Background: an optimization exercise with open tools, aiming at small area, a short achievable clock period and few clock cycles per item. Do not read the settings as production practice.
The RTL was checked by simulation tests, not by an equivalence proof against the original design.
Power is estimated from default activity; no workload was simulated.

## v6
// rgb_matrix_row_scan_controller
module rgb_matrix_row_scan_controller
#(
    parameter int COLUMNS   = rmrs_pkg::RMRS_COLUMNS,
    parameter int ROWS      = rmrs_pkg::RMRS_ROWS,
    parameter int CHANNELS  = rmrs_pkg::RMRS_CHANNELS,
    parameter int MSG_DEPTH = rmrs_pkg::RMRS_MSG_DEPTH
) (
    input  wire logic        i_clk,
    input  wire logic        i_rst_n,
    input  wire logic        start,
    input  rmrs_pkg::t_req             i_req,
    output logic             busy,
    input  wire logic        i_cfg_valid,
    output logic             o_cfg_ready,
    input  wire logic [11:0] i_cfg_data,
    output logic             o_res_strobe,
    output rmrs_pkg::t_res             o_res
);
    localparam int MB = rmrs_pkg::MSG_BLOCK;
    localparam int NB = 64 / MB;
    localparam int PW = $clog2(MB);
    localparam int BW = (NB > 1) ? $clog2(NB) : 1;
    localparam int NT = MB / 16;
    localparam int TW = (NT > 1) ? $clog2(NT) : 1;
    localparam logic [1:0] SC_IDLE  = 2'd0;
    localparam logic [1:0] SC_PREP  = 2'd1;
    localparam logic [1:0] SC_WAIT  = 2'd3;
    localparam logic [1:0] SC_SHIFT = 2'd2;
    assign o_cfg_ready = 1'b1;
    logic          r_busy;
    logic [PW-1:0] r_phase;         
    logic          r_clear;         
    logic [3:0]    r_clr_cnt;
    logic [11:0]   r_bright;
  ...
clock: 7.0 ns
lec_check: 0
cap_margin: 20
core_margin: 2
core_utilization: 70
cts_buf_list: sky130_fd_sc_hd__clkbuf_16
cts_cluster_diameter: 100
cts_cluster_size: 24
setup_slack_margin: 4.5
slew_margin: 20
synth_memory_max_bits: 16384
run.sh (not shown) runs the stock make flow with config.mk's settings and CLKGATE_MAP_FILE= SYNTH_SCRIPT=/design/flow/synth_recipe.tcl, a recipe that flattens the netlist after the stock synthesis.
No stage failed in v6, and the final checks on the layout all came back clean.
Testbench counts of v6, summed over its fixed seeds: cycles 92,699, requests 3,156.
For v7, these inputs were changed with respect to v6:
Settings: CTS_CLUSTER_SIZE changed from 24 to 20; CTS_CLUSTER_DIAMETER changed from 100 to 80.
==> comparison <==
- Every run in the comparison, v7 and v6, completed the flow with a clean layout.
- Clock share of power, v7 and v6: higher on v7
- Sort v7 and v6 by routed wire length desc -> top: v7
- Count of flip-flops and latches came out exactly the same in v7 and v6.
- [v7 vs v6] core utilization: higher in v7
- Fmax: v7 below v6
- There was hardly any difference in fraction of area in non-clock buffers between v7 and v6.

========
Setup of run A:
rgb_matrix_row_scan_controller, a different RTL version from the one above (not shown whole).
Size: about 3900 cells after synthesis.
Settings: LEC_CHECK=0, ABC_AREA=1, CAP_MARGIN=20, CORE_MARGIN=2, CORE_UTILIZATION=70, CTS_BUF_LIST=sky130_fd_sc_hd__clkbuf_16, CTS_CLUSTER_DIAMETER=90, CTS_CLUSTER_SIZE=27, SETUP_SLACK_MARGIN=4.5, SLEW_MARGIN=20, SYNTH_MEMORY_MAX_BITS=16384; clock period 7.0 ns.
No stage failed in run A, and the final checks on the layout all came back clean.
Testbench counts of run A, summed over its fixed seeds: cycles 92,859, requests 3,156.
## Diff of input files: run B against run A
--- a/flow/config.mk
+++ b/flow/config.mk
@@ -7,3 +7,2 @@
 export LEC_CHECK = 0
-export ABC_AREA = 1
 export CAP_MARGIN = 20
@@ -12,4 +11,4 @@
 export CTS_BUF_LIST = sky130_fd_sc_hd__clkbuf_16
-export CTS_CLUSTER_DIAMETER = 90
-export CTS_CLUSTER_SIZE = 27
+export CTS_CLUSTER_DIAMETER = 100
+export CTS_CLUSTER_SIZE = 24
 export SETUP_SLACK_MARGIN = 4.5
==> comparison <==
Taking run A as the reference, in run B quantity of gates resized following cts rose 28, number of non-clock inverters in the layout now smaller, routed length on met2 moved down. Diff run A -> run B: sequential share of layout area rose 0.31 points, setup slack shows a reduction of 5.5 ps, total length of routed met3 wires now sits lower. The critical-path maximum fanout of run B falls short of that of run A by 1. ~same power in run B and run A.
Relative to run B, the following input files were edited for run C:
--- a/flow/config.mk
+++ b/flow/config.mk
@@ -11,4 +11,5 @@
 export CTS_BUF_LIST = sky130_fd_sc_hd__clkbuf_16
-export CTS_CLUSTER_DIAMETER = 100
-export CTS_CLUSTER_SIZE = 24
+export CTS_CLUSTER_DIAMETER = 90
+export CTS_CLUSTER_SIZE = 27
+export PLACE_DENSITY = 0.75
 export SETUP_SLACK_MARGIN = 4.5
### Flow results
Per the comparison of run C with run B, final wirelength dropped 2.0 mm, core utilization dropped 0.49 points.
Diff run B -> run C: pin count of the biggest net entering global routing picked up an extra about 25%; overall power consumption lost about 1.3%.
> inputs changed (run C -> run D)
--- a/flow/config.mk
+++ b/flow/config.mk
@@ -13,3 +13,2 @@
 export CTS_CLUSTER_SIZE = 27
-export PLACE_DENSITY = 0.75
 export SETUP_SLACK_MARGIN = 4.5
Findings:
Looking at minimum clock period after layout, run D sits 19 ps lower than run C does. Fmax: run D above run C. Measured slew at the worst slew-check pin: run D < run C. The run showing the greater final setup slack of the worst path is run D. [compare] base=run C new=run D: number of vias after detailed routing now larger; non-clock buffer count up 13%.

-- separate check: timing with driven ports --
Ports are ideal in the flow. The routed layouts listed here were re-timed in OpenROAD.
Step 1 sets driving cells, clkbuf_16 on the clock port and buf_2 on the other inputs (assumed; they add their load-dependent delay and slew).
Step 2, shift: input delay + t, output delay - t, t = (earliest + latest rising clock arrival at the registers) / 2. This alone moves slack from input paths to output paths.
a / b / c = no drivers / after step 1 / after step 2; a / b = the first two.
run	shift t [ns]	setup slack, ns	worst setup path at the end
v6	0.744	4.412 / 4.347 / 3.819	input to register
v7	0.765	4.359 / 4.293 / 3.799	input to register
run A	0.730	4.448 / 4.385 / 3.858	input to register
run B	0.732	4.442 / 4.377 / 3.869	input to register
run C	0.730	4.430 / 4.372 / 3.804	input to register
run D	0.735	4.449 / 4.383 / 3.882	input to register
After both steps setup and hold are still met in every run listed. The setup slack of run C, which loses most, moves by -0.058 ns with the drivers and by -0.626 ns with both steps.
